Context: an optimization exercise on an open-source flow, tuned for small area, a short achievable clock period and few clock cycles per item. The choices shown serve that exercise and are no tape-out recipe. Function was checked by simulation only, so behaviour that the tests miss may differ from the original. No activity file was given, so power comes from the tool's default toggle rates.

## run A
// fpu_top
module fpu_top (
    input  logic            clk,
    input  logic            rst,
    input  logic            in_valid,
    output logic            in_ready,
    input  logic [31:0]     op_a,
    input  logic [31:0]     op_b,
    input  logic [1:0]      op,
    output logic            out_valid,
    input  logic            out_ready,
    output logic [31:0]     result,
    output logic [3:0]      flags
);
==> flow/config.mk <==
export PLATFORM = sky130hd
export DESIGN_NAME = fpu_top
export DESIGN_NICKNAME = fpu_top
export VERILOG_FILES = /design/flow/design.v
export SDC_FILE = /design/flow/constraint.sdc
export NUM_CORES = 4
export LEC_CHECK = 0
export CAP_MARGIN = 20
export CORE_MARGIN = 2
export CORE_UTILIZATION = 45
export PLACE_DENSITY = 0.6
export SLEW_MARGIN = 20
==> flow/constraint.sdc <==
create_clock -name core_clock -period 13.0 [get_ports {clk}]
set_input_delay 2.6000 -clock core_clock [delete_from_list [all_inputs] [get_ports {clk}]]
set_output_delay 2.6000 -clock core_clock [all_outputs]
set_load 0.01 [all_outputs]
standard.sh (not shown) runs the stock make flow with config.mk's settings and CLKGATE_MAP_FILE= SYNTH_SCRIPT=/design/flow/synth_recipe.tcl, a recipe that flattens the netlist after the stock synthesis.
==> flow/flow/run.sh <==
#!/bin/bash
# Standard layout with two changes:
#  - after the standard synthesis, flow/fixinv.py removes inverters between
#    full-adder cells (a full adder is self-dual, so a cell can work on
#    complemented inputs and give complemented outputs); registers and all
#    other cells are untouched;
#  - timing repair aims below the clock period: repair_timing works until
#    every path has SETUP_SLACK_MARGIN ns to spare;
#  - every input and output port still gets a buffer, a buf_2 rather than
#    the slow clkdlybuf4s50 delay cell that buffer_ports picks by default.
set -euo pipefail
M=8.5
R=orfs/results/sky130hd/fpu_top/base
bash standard.sh SETUP_SLACK_MARGIN=$M synth > synth.log 2>&1
cp $R/1_2_yosys.v synth_netlist_orig.log
python3 flow/fixinv.py synth_netlist_orig.log $R/1_2_yosys.v > fixinv.log 2>&1
touch $R/1_2_yosys.v
bash standard.sh SETUP_SLACK_MARGIN=$M "BUFFER_PORTS_ARGS=-buffer_cell sky130_fd_sc_hd__buf_2" finish > flow.log 2>&1
Other scripts of this flow, unchanged in this note and not shown: flow/flow/fixinv.py
Run A did not stop at any stage, and its layout met the timing, DRC and antenna checks.
Testbench counts of run A, summed over its fixed seeds: cycles 16,040, items 16,000.
> inputs changed (run A -> run B)
==> flow/flow/run.sh <==
#!/bin/bash
# Standard layout with these changes:
#  - after the standard synthesis, flow/fixinv.py removes inverters between
#    full-adder cells (a full adder is self-dual, so a cell can work on
#    complemented inputs and give complemented outputs); registers and all
#    other cells are untouched;
#  - timing repair aims below the clock period: repair_timing works until
#    every path has SETUP_SLACK_MARGIN ns to spare;
#  - every input and output port still gets a buffer, a buf_2 rather than
#    the slow clkdlybuf4s50 delay cell that buffer_ports picks by default;
#  - clock tree sink clusters of up to 22 flip-flops (fewer leaf buffers);
#  - placement density 0.72 (shorter wires).
set -euo pipefail
M=8.8
R=orfs/results/sky130hd/fpu_top/base
bash standard.sh SETUP_SLACK_MARGIN=$M synth > synth.log 2>&1
cp $R/1_2_yosys.v synth_netlist_orig.log
python3 flow/fixinv.py synth_netlist_orig.log $R/1_2_yosys.v > fixinv.log 2>&1
touch $R/1_2_yosys.v
bash standard.sh SETUP_SLACK_MARGIN=$M "BUFFER_PORTS_ARGS=-buffer_cell sky130_fd_sc_hd__buf_2" CTS_CLUSTER_SIZE=22 CTS_CLUSTER_DIAMETER=120 PLACE_DENSITY=0.72 finish > flow.log 2>&1
==> comparison <==
Going from run A to run B, final critical delay including setup and external delays now smaller, share of the cycle needed by the critical path after routing -1.7 points, critical path data required time went up, number of H-tree levels went down by 1, overall track demand over capacity in global routing lower.
Delta (run B minus run A): detailed-placement wirelength estimate saw a decrease, met2 layer usage reported by global route saw a decrease, via count saw a decrease.
Run B was carried through to the last stage, and its layout satisfied the timing, DRC and antenna checks.
Run comparison: run A capture point of the worst path r2_s[29]$_DFFE_PN_; run B capture point of the worst path r2_c[0]$_DFFE_PN_
Modified inputs, run C compared to run B
-- flow/flow/run.sh --
<<< run B, line 10
#    the slow clkdlybuf4s50 delay cell that buffer_ports picks by default;
#  - clock tree sink clusters of up to 22 flip-flops (fewer leaf buffers);
#  - placement density 0.72 (shorter wires).
set -euo pipefail
M=8.8
R=orfs/results/sky130hd/fpu_top/base
>>> run C, line 10
#    the slow clkdlybuf4s50 delay cell that buffer_ports picks by default;
#  - clock tree sink clusters of up to 22 flip-flops (fewer leaf buffers).
set -euo pipefail
M=8.6
R=orfs/results/sky130hd/fpu_top/base
<<< run B, line 19
touch $R/1_2_yosys.v
bash standard.sh SETUP_SLACK_MARGIN=$M "BUFFER_PORTS_ARGS=-buffer_cell sky130_fd_sc_hd__buf_2" CTS_CLUSTER_SIZE=22 CTS_CLUSTER_DIAMETER=120 PLACE_DENSITY=0.72 finish > flow.log 2>&1
>>> run C, line 18
touch $R/1_2_yosys.v
bash standard.sh SETUP_SLACK_MARGIN=$M "BUFFER_PORTS_ARGS=-buffer_cell sky130_fd_sc_hd__buf_2" CTS_CLUSTER_SIZE=22 CTS_CLUSTER_DIAMETER=120 finish > flow.log 2>&1
==> results.txt <==
Diff run B -> run C | power after layout | increase of about 0.8%
On final standard cell count with taps included and fillers excluded, run C and run B are basically level.
Run comparison: run C library cell contributing the largest single delay on the critical path sky130_fd_sc_hd__edfxtp_1; run B library cell contributing the largest single delay on the critical path sky130_fd_sc_hd__o2111a_2
The standard cells in run C occupy less silicon area than those in run B do.
The first-pass iteration count of the detailed router of run C is higher than that of run B.
Per the comparison of run C with run B, total routed wirelength went up by about 12%, portion of the clock cycle consumed by the worst path in the final layout went up by 1.7 points, number of global-route vias before repair went up by 3.1%, worst setup margin went down by 0.22 ns.
Between run C and run B, the fmax is lower for run C.
Going from run B to run C, number of placed instances, taps included ~0 delta, switching power as a share of total power +0.73 points.
Setup changes, run C to run D
==> flow/flow/run.sh <==
#!/bin/bash
# Standard layout with two changes:
#  - after the standard synthesis, flow/fixinv.py removes inverters between
#    full-adder cells (a full adder is self-dual, so a cell can work on
#    complemented inputs and give complemented outputs); registers and all
#    other cells are untouched;
#  - timing repair aims below the clock period: repair_timing works until
#    every path has SETUP_SLACK_MARGIN ns to spare;
#  - every input and output port still gets a buffer, a buf_2 rather than
#    the slow clkdlybuf4s50 delay cell that buffer_ports picks by default.
set -euo pipefail
M=8.8
R=orfs/results/sky130hd/fpu_top/base
bash standard.sh SETUP_SLACK_MARGIN=$M synth > synth.log 2>&1
cp $R/1_2_yosys.v synth_netlist_orig.log
python3 flow/fixinv.py synth_netlist_orig.log $R/1_2_yosys.v > fixinv.log 2>&1
touch $R/1_2_yosys.v
bash standard.sh SETUP_SLACK_MARGIN=$M "BUFFER_PORTS_ARGS=-buffer_cell sky130_fd_sc_hd__buf_2" CTS_CLUSTER_SIZE=30 CTS_CLUSTER_DIAMETER=150 finish > flow.log 2>&1
### Flow results
Summary — clock power, run D relative to run C: lower, by 15%. Of run D and run C, run C shows the lower final area, with run D above it. Run C: flow completed, timing, DRC and antenna clean. Run D reached the final stage; the timing, DRC and antenna checks on its layout passed. The beginning of the critical path comes out r1_a[23]$_DFFE_PN_ in one run and r1_b[19]$_DFFE_PN_ in the other, namely in run D and run C respectively. Summary of the comparison: share of the cycle needed by the critical path after routing is lower in run D, relative to run C. A worst setup path endpoint of r2_c[5]$_DFFE_PN_ is what run C shows, while r2_c[0]$_DFFE_PN_ belongs to run D.

## static timing again, ports no longer ideal
No port has a modelled driver above. Below, the same layouts with a new extraction and two added sets of constraints. Step 1: set_driving_cell puts a clkbuf_16 on clk and a buf_2 on each other input, an assumption about the parent block. Step 2 also shifts input and output timing later by t, the mid clock arrival at the registers, as if the neighbouring blocks saw the same clock. Three values: no drivers, after step 1, after step 2; two values: the first two.
run	t (ns)	setup WS [ns]	hold WS [ns]	clock arrival spread, ns	worst slew at a driven data input, ns
run A	0.678	8.567 / 8.567 / 8.341	0.416 / 0.416 / 0.416	0.023 / 0.023	0.06
run B	0.663	8.793 / 8.793 / 8.621	0.423 / 0.423 / 0.423	0.045 / 0.045	0.06
run C	0.668	8.576 / 8.576 / 8.386	0.419 / 0.419 / 0.419	0.032 / 0.032	0.06
run D	0.650	8.792 / 8.792 / 8.575	0.429 / 0.429 / 0.429	0.046 / 0.046	0.06
After both steps setup and hold are still met in every run listed. For run A, which loses most, drivers alone change the setup slack by 0.000 ns; drivers and shift together by -0.226 ns.
